From an optimization exercise on the open Yosys and OpenROAD flow, aimed at small area; shortcuts taken in it are not production practice. RTL that was checked went through simulation tests only; none was proved equivalent to the original. Power and IR drop assume default switching activity.

## job 101
==> flow/design.v (excerpt) <==
module sprite_compositor
#(
    parameter int unsigned N_SPR   = 8,
    parameter int unsigned ADDR_W  = 13,
    parameter int unsigned ROM_LAT = 1
) (
    input  logic                       clk_vga,
    input  logic                       rst_n,
    input  logic [sprite_pkg::COORD_W-1:0]         x_ptr,
    input  logic [sprite_pkg::COORD_W-1:0]         y_ptr,
    input  logic                       pix_valid,
    input  logic                       frame_start,
    output logic [ADDR_W-1:0]          rom_addr,
    input  logic [7:0]                 rom_data,
    output logic [7:0]                 RGB,
    output logic                       rgb_valid,
    input  logic [N_SPR-1:0]           spr_en,
    input  logic [N_SPR*sprite_pkg::COORD_W-1:0]   spr_x,
    input  logic [N_SPR*sprite_pkg::COORD_W-1:0]   spr_y,
    input  logic [N_SPR*sprite_pkg::COORD_W-1:0]   spr_w,
    input  logic [N_SPR*sprite_pkg::COORD_W-1:0]   spr_h,
    input  logic [N_SPR*ADDR_W-1:0]    spr_base,
    output logic [N_SPR-1:0]           collide
);
For scale: about 490 I/O pins, about 11,000 sq um of cells after synthesis.
Settings: LEC_CHECK=0, CAP_MARGIN=20, CORE_MARGIN=2, CORE_UTILIZATION=45, GPL_TIMING_DRIVEN=0, SLEW_MARGIN=20, SYNTH_HIERARCHICAL=1, SYNTH_MINIMUM_KEEP_SIZE=0; clock period 11.0 ns.
standard.sh (not shown) runs the stock make flow with config.mk's settings and CLKGATE_MAP_FILE= SYNTH_SCRIPT=/design/flow/synth_recipe.tcl, a recipe that flattens the netlist after the stock synthesis.
==> flow/flow/run.sh <==
#!/bin/bash
# Own flow: the standard layout (standard.sh), with these changes:
#  - Yosys's synth skips its early "abc -fast" pass (SYNTH_ARGS=-noabc), so the
#    full-adder extraction sees the adders as written; the final ABC mapping is unchanged.
#  - after synthesis every combinational cell is set to its smallest drive strength
#    (downsize.py); the repair steps of the layout upsize where timing or slew needs it.
#  - every input and output port still gets a buffer, but a small one (buf_1).
#  - clock tree: small clock buffers and no dummy loads.
# Each tool's output goes to a log file in this folder.
set -euo pipefail
RES=orfs/results/sky130hd/sprite_compositor/base
LIB=$FLOW_HOME/platforms/sky130hd/lib/sky130_fd_sc_hd__tt_025C_1v80.lib
ARGS=(
    SYNTH_ARGS=-noabc
    REMOVE_ABC_BUFFERS=1
    "BUFFER_PORTS_ARGS=-buffer_cell sky130_fd_sc_hd__buf_1"
    "CTS_ARGS=-sink_clustering_enable -repair_clock_nets -dont_use_dummy_load -buf_list sky130_fd_sc_hd__clkbuf_8 -sink_clustering_size 30"
)
bash standard.sh "${ARGS[@]}" synth > flow_synth.log 2>&1
cp $RES/1_2_yosys.v flow_1_2_yosys_orig.v
python3 flow/downsize.py $LIB $RES/1_2_yosys.v > flow_downsize.log 2>&1
rm -f $RES/1_synth.odb $RES/1_synth.sdc
bash standard.sh "${ARGS[@]}" finish > flow_finish.log 2>&1
Other scripts of this flow, unchanged in this note and not shown: flow/flow/downsize.py
Setup changes, job 101 to job 102
-- flow/flow/run.sh --
<<< job 101, line 15
    REMOVE_ABC_BUFFERS=1
>>> job 102, line 15
<<< job 101, line 17
    "CTS_ARGS=-sink_clustering_enable -repair_clock_nets -dont_use_dummy_load -buf_list sky130_fd_sc_hd__clkbuf_8 -sink_clustering_size 30"
>>> job 102, line 16
    "CTS_ARGS=-sink_clustering_enable -repair_clock_nets -dont_use_dummy_load -buf_list sky130_fd_sc_hd__clkbuf_8"
==> run summary <==
Job 102 and job 101 ended up with nearly the same summed negative setup slack over all endpoints.
Job 102 vs job 101: area overhead of the layout relative to synthesis up in job 102
Job 102 against job 101; leakage power of the design is up slightly.
No run of this note included a check of the RTL's function; only the layout flow was run.


Setup of lane 1:
Another version of the RTL of sprite_compositor (not shown whole).
For scale: roughly 490 I/O pins, ~0.011 mm^2 of cells after synthesis.
Design sprite_compositor, start of the top module:
module sprite_compositor
#(
    parameter int unsigned N_SPR   = 8,
    parameter int unsigned ADDR_W  = 13,
    parameter int unsigned ROM_LAT = 1
) (
    input  logic                       clk_vga,
    input  logic                       rst_n,
    input  logic [sprite_pkg::COORD_W-1:0]         x_ptr,
    input  logic [sprite_pkg::COORD_W-1:0]         y_ptr,
    input  logic                       pix_valid,
    input  logic                       frame_start,
    output logic [ADDR_W-1:0]          rom_addr,
    input  logic [7:0]                 rom_data,
    output logic [7:0]                 RGB,
    output logic                       rgb_valid,
    input  logic [N_SPR-1:0]           spr_en,
    input  logic [N_SPR*sprite_pkg::COORD_W-1:0]   spr_x,
    input  logic [N_SPR*sprite_pkg::COORD_W-1:0]   spr_y,
    input  logic [N_SPR*sprite_pkg::COORD_W-1:0]   spr_w,
    input  logic [N_SPR*sprite_pkg::COORD_W-1:0]   spr_h,
    input  logic [N_SPR*ADDR_W-1:0]    spr_base,
    output logic [N_SPR-1:0]           collide
);
    localparam int unsigned CW = sprite_pkg::COORD_W;
    logic [N_SPR-1:0]  box;      
    logic [CW-1:0]     ndx [N_SPR];
    logic [CW-1:0]     ndy [N_SPR];
    logic [CW-1:0]     nx_ptr, ny_ptr;
    assign nx_ptr = ~x_ptr;
    assign ny_ptr = ~y_ptr;
    for (genvar i = 0; i < N_SPR; i++) begin : g_slot
        sprite_hit_unit u_hit (
            .en    (spr_en[i]),
            .nx_ptr(nx_ptr),
            .ny_ptr(ny_ptr),
            .spr_x (spr_x[i*CW +: CW]),
            .spr_y (spr_y[i*CW +: CW]),
            .spr_w (spr_w[i*CW +: CW]),
            .spr_h (spr_h[i*CW +: CW]),
            .hit   (box[i]),
            .ndx   (ndx[i]),
            .ndy   (ndy[i])
        );
    end
    logic [N_SPR-1:0] hit;
    logic             any_hit;
    logic [N_SPR-1:0] sel;       
    logic             hold;      
    assign hit     = box & {N_SPR{pix_valid}};
    assign any_hit = |hit;
    assign hold    = !any_hit;
    always_comb begin
  ...
Settings: LEC_CHECK=0, CAP_MARGIN=20, CORE_MARGIN=2, CORE_UTILIZATION=60, GPL_TIMING_DRIVEN=0, SLEW_MARGIN=20, SYNTH_HIERARCHICAL=1, SYNTH_MINIMUM_KEEP_SIZE=0; clock period 11.0 ns.
==> flow/flow/run.sh <==
#!/bin/bash
# Own flow: the standard layout (standard.sh), with these changes:
#  - Yosys's synth skips its early "abc -fast" pass (SYNTH_ARGS=-noabc), so the
#    full-adder extraction sees the adders as written; the final ABC mapping is unchanged.
#  - after synthesis every combinational cell is set to its smallest drive strength
#    (downsize.py); the repair steps of the layout upsize where timing or slew needs it.
#  - every input and output port still gets a buffer, but a small one (buf_1).
#  - clock tree: small clock buffers and no dummy loads.
# Each tool's output goes to a log file in this folder.
set -euo pipefail
RES=orfs/results/sky130hd/sprite_compositor/base
LIB=$FLOW_HOME/platforms/sky130hd/lib/sky130_fd_sc_hd__tt_025C_1v80.lib
ARGS=(
    SYNTH_ARGS=-noabc
    "BUFFER_PORTS_ARGS=-buffer_cell sky130_fd_sc_hd__buf_1"
    "CTS_ARGS=-sink_clustering_enable -repair_clock_nets -dont_use_dummy_load -buf_list sky130_fd_sc_hd__clkbuf_8"
)
bash standard.sh "${ARGS[@]}" synth > flow_synth.log 2>&1
cp $RES/1_2_yosys.v flow_1_2_yosys_orig.v
python3 flow/downsize.py $LIB $RES/1_2_yosys.v > flow_downsize.log 2>&1
rm -f $RES/1_synth.odb $RES/1_synth.sdc
bash standard.sh "${ARGS[@]}" finish > flow_finish.log 2>&1
==> flow/flow/downsize.py <==
#!/usr/bin/env python3
"""Replace each combinational cell in a Yosys netlist with the smallest-area cell of the
same function (same name but the drive-strength suffix), e.g. maj3_2 -> maj3_1.
Flip-flops are left as they are. The layout's repair steps upsize again where timing
or slew needs it. Usage: downsize.py LIBERTY NETLIST (rewritten in place)."""
import re
import sys

lib_path, net_path = sys.argv[1], sys.argv[2]
lib = open(lib_path).read()
areas = {m.group(1): float(m.group(2)) for m in re.finditer(
    r'cell \("(sky130_fd_sc_hd__\w+)"\)\s*\{.*?area\s*:\s*([\d.]+)', lib, re.S)}
dont_use = set(sys.argv[3:])

def family(c):
    return re.sub(r'_\d+$', '', c)

smallest = {}
for c, a in areas.items():
    if c in dont_use:
        continue
    f = family(c)
    if f not in smallest or a < areas[smallest[f]]:
        smallest[f] = c

net = open(net_path).read()
count = 0
def swap(m):
    global count
    c = m.group(2)
    f = family(c)
    if re.match(r'sky130_fd_sc_hd__(df|ed|sdf|dl|conb)', c) or f not in smallest:
        return m.group(0)
    s = smallest[f]
    if s != c and areas[s] < areas[c]:
        count += 1
        return m.group(1) + s + m.group(3)
    return m.group(0)

net = re.sub(r'^(\s*)(sky130_fd_sc_hd__\w+)(\s)', swap, net, flags=re.M)
open(net_path, 'w').write(net)
print(f"downsize: {count} cells replaced")
Lane 1 ended with every stage complete and zero timing, DRC or antenna violations.
[inputs] lane 2 vs lane 1
# lane 1
export LEC_CHECK = 0
export CAP_MARGIN = 20
export CORE_MARGIN = 2
export CORE_UTILIZATION = 60
export GPL_TIMING_DRIVEN = 0
export SLEW_MARGIN = 20
export SYNTH_HIERARCHICAL = 1
export SYNTH_MINIMUM_KEEP_SIZE = 0
create_clock -name core_clock -period 11.0 [get_ports {clk_vga}]
# lane 2
export LEC_CHECK = 0
export CAP_MARGIN = 20
export CORE_MARGIN = 2
export CORE_UTILIZATION = 40
export GPL_TIMING_DRIVEN = 0
export SLEW_MARGIN = 20
export SYNTH_HIERARCHICAL = 1
export SYNTH_MINIMUM_KEEP_SIZE = 0
create_clock -name core_clock -period 11.0 [get_ports {clk_vga}]
==> flow/flow/run.sh <==
#!/bin/bash
# Own flow: the standard layout (standard.sh) with two changes:
#  - Yosys's synth skips its early "abc -fast" pass (SYNTH_ARGS=-noabc), so the
#    full-adder extraction sees the adders as written; the final ABC mapping is unchanged.
#  - every input and output port still gets a buffer, but a small one (buf_1).
# Each tool's output goes to a log file in this folder.
set -euo pipefail
bash standard.sh \
    SYNTH_ARGS=-noabc \
    "BUFFER_PORTS_ARGS=-buffer_cell sky130_fd_sc_hd__buf_1" \
    finish > standard_flow.log 2>&1
removed: flow/flow/downsize.py
Results
- [compare] base=lane 1 new=lane 2: total power fell about 0.4%; cell count rose about 9%; largest voltage drop on the vdd net fell about 54%.


Another version of the RTL of sprite_compositor (not shown whole).
Size: roughly 490 I/O pins, ~0.011 sq mm of cells after synthesis.
Settings: LEC_CHECK=0, CAP_MARGIN=10, CORE_MARGIN=2, CORE_UTILIZATION=45, GPL_TIMING_DRIVEN=0, SLEW_MARGIN=10, SYNTH_HIERARCHICAL=1, SYNTH_MINIMUM_KEEP_SIZE=0; clock period 11.0 ns.
==> flow/flow/run.sh <==
#!/bin/bash
# Own flow: the standard layout (standard.sh), with these changes:
#  - Yosys's synth skips its early "abc -fast" pass (SYNTH_ARGS=-noabc), so the
#    full-adder extraction sees the adders as written; the final ABC mapping is unchanged.
#  - after synthesis every combinational cell is set to its smallest drive strength
#    (downsize.py); the repair steps of the layout upsize where timing or slew needs it.
#  - every input and output port still gets a buffer, but a small one (buf_1).
#  - clock tree: small clock buffers and no dummy loads.
#  - after global routing, cells off the critical paths are downsized (RECOVER_POWER).
# Each tool's output goes to a log file in this folder.
set -euo pipefail
RES=orfs/results/sky130hd/sprite_compositor/base
LIB=$FLOW_HOME/platforms/sky130hd/lib/sky130_fd_sc_hd__tt_025C_1v80.lib
ARGS=(
    SYNTH_ARGS=-noabc
    RECOVER_POWER=100
    "BUFFER_PORTS_ARGS=-buffer_cell sky130_fd_sc_hd__buf_1"
    "CTS_ARGS=-sink_clustering_enable -repair_clock_nets -dont_use_dummy_load -buf_list sky130_fd_sc_hd__clkbuf_8"
)
bash standard.sh "${ARGS[@]}" synth > flow_synth.log 2>&1
cp $RES/1_2_yosys.v flow_1_2_yosys_orig.v
python3 flow/downsize.py $LIB $RES/1_2_yosys.v > flow_downsize.log 2>&1
rm -f $RES/1_synth.odb $RES/1_synth.sdc
bash standard.sh "${ARGS[@]}" finish > flow_finish.log 2>&1
Other scripts of this flow, unchanged in this note and not shown: flow/flow/downsize.py
The baseline finished with max-capacitance violations, max-slew violations left.
Edit:
--- a/flow/flow/run.sh
+++ b/flow/flow/run.sh
@@ -8,3 +8,2 @@
 #  - clock tree: small clock buffers and no dummy loads.
-#  - after global routing, cells off the critical paths are downsized (RECOVER_POWER).
 # Each tool's output goes to a log file in this folder.
@@ -15,3 +14,2 @@
     SYNTH_ARGS=-noabc
-    RECOVER_POWER=100
     "BUFFER_PORTS_ARGS=-buffer_cell sky130_fd_sc_hd__buf_1"
--- a/flow/config.mk
+++ b/flow/config.mk
@@ -7,3 +7,3 @@
 export LEC_CHECK = 0
-export CAP_MARGIN = 10
+export CAP_MARGIN = 20
 export CORE_MARGIN = 2
@@ -11,3 +11,3 @@
 export GPL_TIMING_DRIVEN = 0
-export SLEW_MARGIN = 10
+export SLEW_MARGIN = 20
 export SYNTH_HIERARCHICAL = 1
After rerunning: The changed run finished with timing, DRC and antenna clean; via count came out higher slightly; total power barely changes; setup slack gets better by 57 ps; cell count stays the same; synthesized cell count does not change; clock power hardly moves; non-clock buffer count came out higher by 2; clock-buffer cell count stays the same; combinational power stays flat; sequential share of layout area stays flat; register-to-register slack is about the same.
Edit:
--- a/flow/flow/run.sh
+++ b/flow/flow/run.sh
@@ -8,2 +8,3 @@
 #  - clock tree: small clock buffers and no dummy loads.
+#  - after global routing, cells off the critical paths are downsized (RECOVER_POWER).
 # Each tool's output goes to a log file in this folder.
@@ -14,2 +15,3 @@
     SYNTH_ARGS=-noabc
+    RECOVER_POWER=100
     "BUFFER_PORTS_ARGS=-buffer_cell sky130_fd_sc_hd__buf_1"
Outcome: The changed run finished but failed the layout checks on max-capacitance violations, max-slew violations; clock skew barely changes; final cell count is unchanged; synthesized area stays the same; cell area shrinks by 0.37%; power stays flat; fmax drops by 3.4%.
No functional check of the RTL was part of any run of this note.


Another version of the RTL of sprite_compositor (not shown whole).
Size: ~490 I/O pins, about 11000 um^2 of cells after synthesis.
Settings: LEC_CHECK=0, CAP_MARGIN=20, CORE_MARGIN=2, CORE_UTILIZATION=52, GPL_TIMING_DRIVEN=0, SLEW_MARGIN=20, SYNTH_HIERARCHICAL=1, SYNTH_MINIMUM_KEEP_SIZE=0; clock period 11.0 ns.
==> flow/flow/run.sh <==
#!/bin/bash
# Own flow: the standard layout (standard.sh), with these changes:
#  - Yosys's synth skips its early "abc -fast" pass (SYNTH_ARGS=-noabc), so the
#    full-adder extraction sees the adders as written; the final ABC mapping is unchanged.
#  - after synthesis every combinational cell is set to its smallest drive strength
#    (downsize.py); the repair steps of the layout upsize where timing or slew needs it.
#  - every input and output port still gets a buffer, but a small one (buf_1).
#  - clock tree: small clock buffers and no dummy loads.
# Each tool's output goes to a log file in this folder.
set -euo pipefail
RES=orfs/results/sky130hd/sprite_compositor/base
LIB=$FLOW_HOME/platforms/sky130hd/lib/sky130_fd_sc_hd__tt_025C_1v80.lib
ARGS=(
    SYNTH_ARGS=-noabc
    REMOVE_ABC_BUFFERS=1
    "BUFFER_PORTS_ARGS=-buffer_cell sky130_fd_sc_hd__buf_1"
    "CTS_ARGS=-sink_clustering_enable -repair_clock_nets -dont_use_dummy_load -buf_list sky130_fd_sc_hd__clkbuf_8 -sink_clustering_size 30"
)
bash standard.sh "${ARGS[@]}" synth > flow_synth.log 2>&1
cp $RES/1_2_yosys.v flow_1_2_yosys_orig.v
python3 flow/downsize.py $LIB $RES/1_2_yosys.v > flow_downsize.log 2>&1
rm -f $RES/1_synth.odb $RES/1_synth.sdc
bash standard.sh "${ARGS[@]}" finish > flow_finish.log 2>&1
Other scripts of this flow, unchanged in this note and not shown: flow/flow/downsize.py
The baseline finished with timing, DRC and antenna clean.
==> next run, changes <==
CORE_UTILIZATION = 45   (was 52)
Synthesized area does not change; clock power is about the same; sequential share of layout area stays flat; power increases slightly.

[static timing again, ports no longer ideal]
How much do the figures lean on ideal ports? The routed layouts below were timed once more, with nothing changed but the port constraints. Step 1: set_driving_cell puts a clkbuf_16 on clk_vga and a buf_2 on each other input, an assumption about the parent block. Step 2 also shifts input and output timing later by t, the mid clock arrival at the registers, as if the neighbouring blocks saw the same clock. a / b / c = no drivers / after step 1 / after step 2; a / b = the first two.
run | t (ns) | setup slack, ns | latest minus earliest clock arrival (ns)
job 101 | 0.407 | 1.319 / 1.278 / 1.681 | 0.033 / 0.033
job 102 | 0.413 | 1.008 / 0.965 / 1.378 | 0.034 / 0.034
lane 1 | 0.418 | 1.418 / 1.372 / 1.697 | 0.043 / 0.042
lane 2 | 0.399 | 1.325 / 1.277 / 1.676 | 0.014 / 0.014
the first run of note 3 | 0.397 | 1.357 / 1.372 / 0.974 | 0.023 / 0.023
the second run of note 3 | 0.406 | 1.414 / 1.369 / 1.522 | 0.020 / 0.021
the third run of note 3 | 0.405 | 1.074 / 1.088 / 0.683 | 0.020 / 0.020
the first run of note 4 | 0.399 | 1.470 / 1.428 / 1.443 | 0.055 / 0.054
the second run of note 4 | 0.407 | 1.283 / 1.242 / 1.400 | 0.047 / 0.047
For the third run of note 3, which loses most, drivers alone change the setup slack by +0.014 ns; drivers and shift together by -0.391 ns.
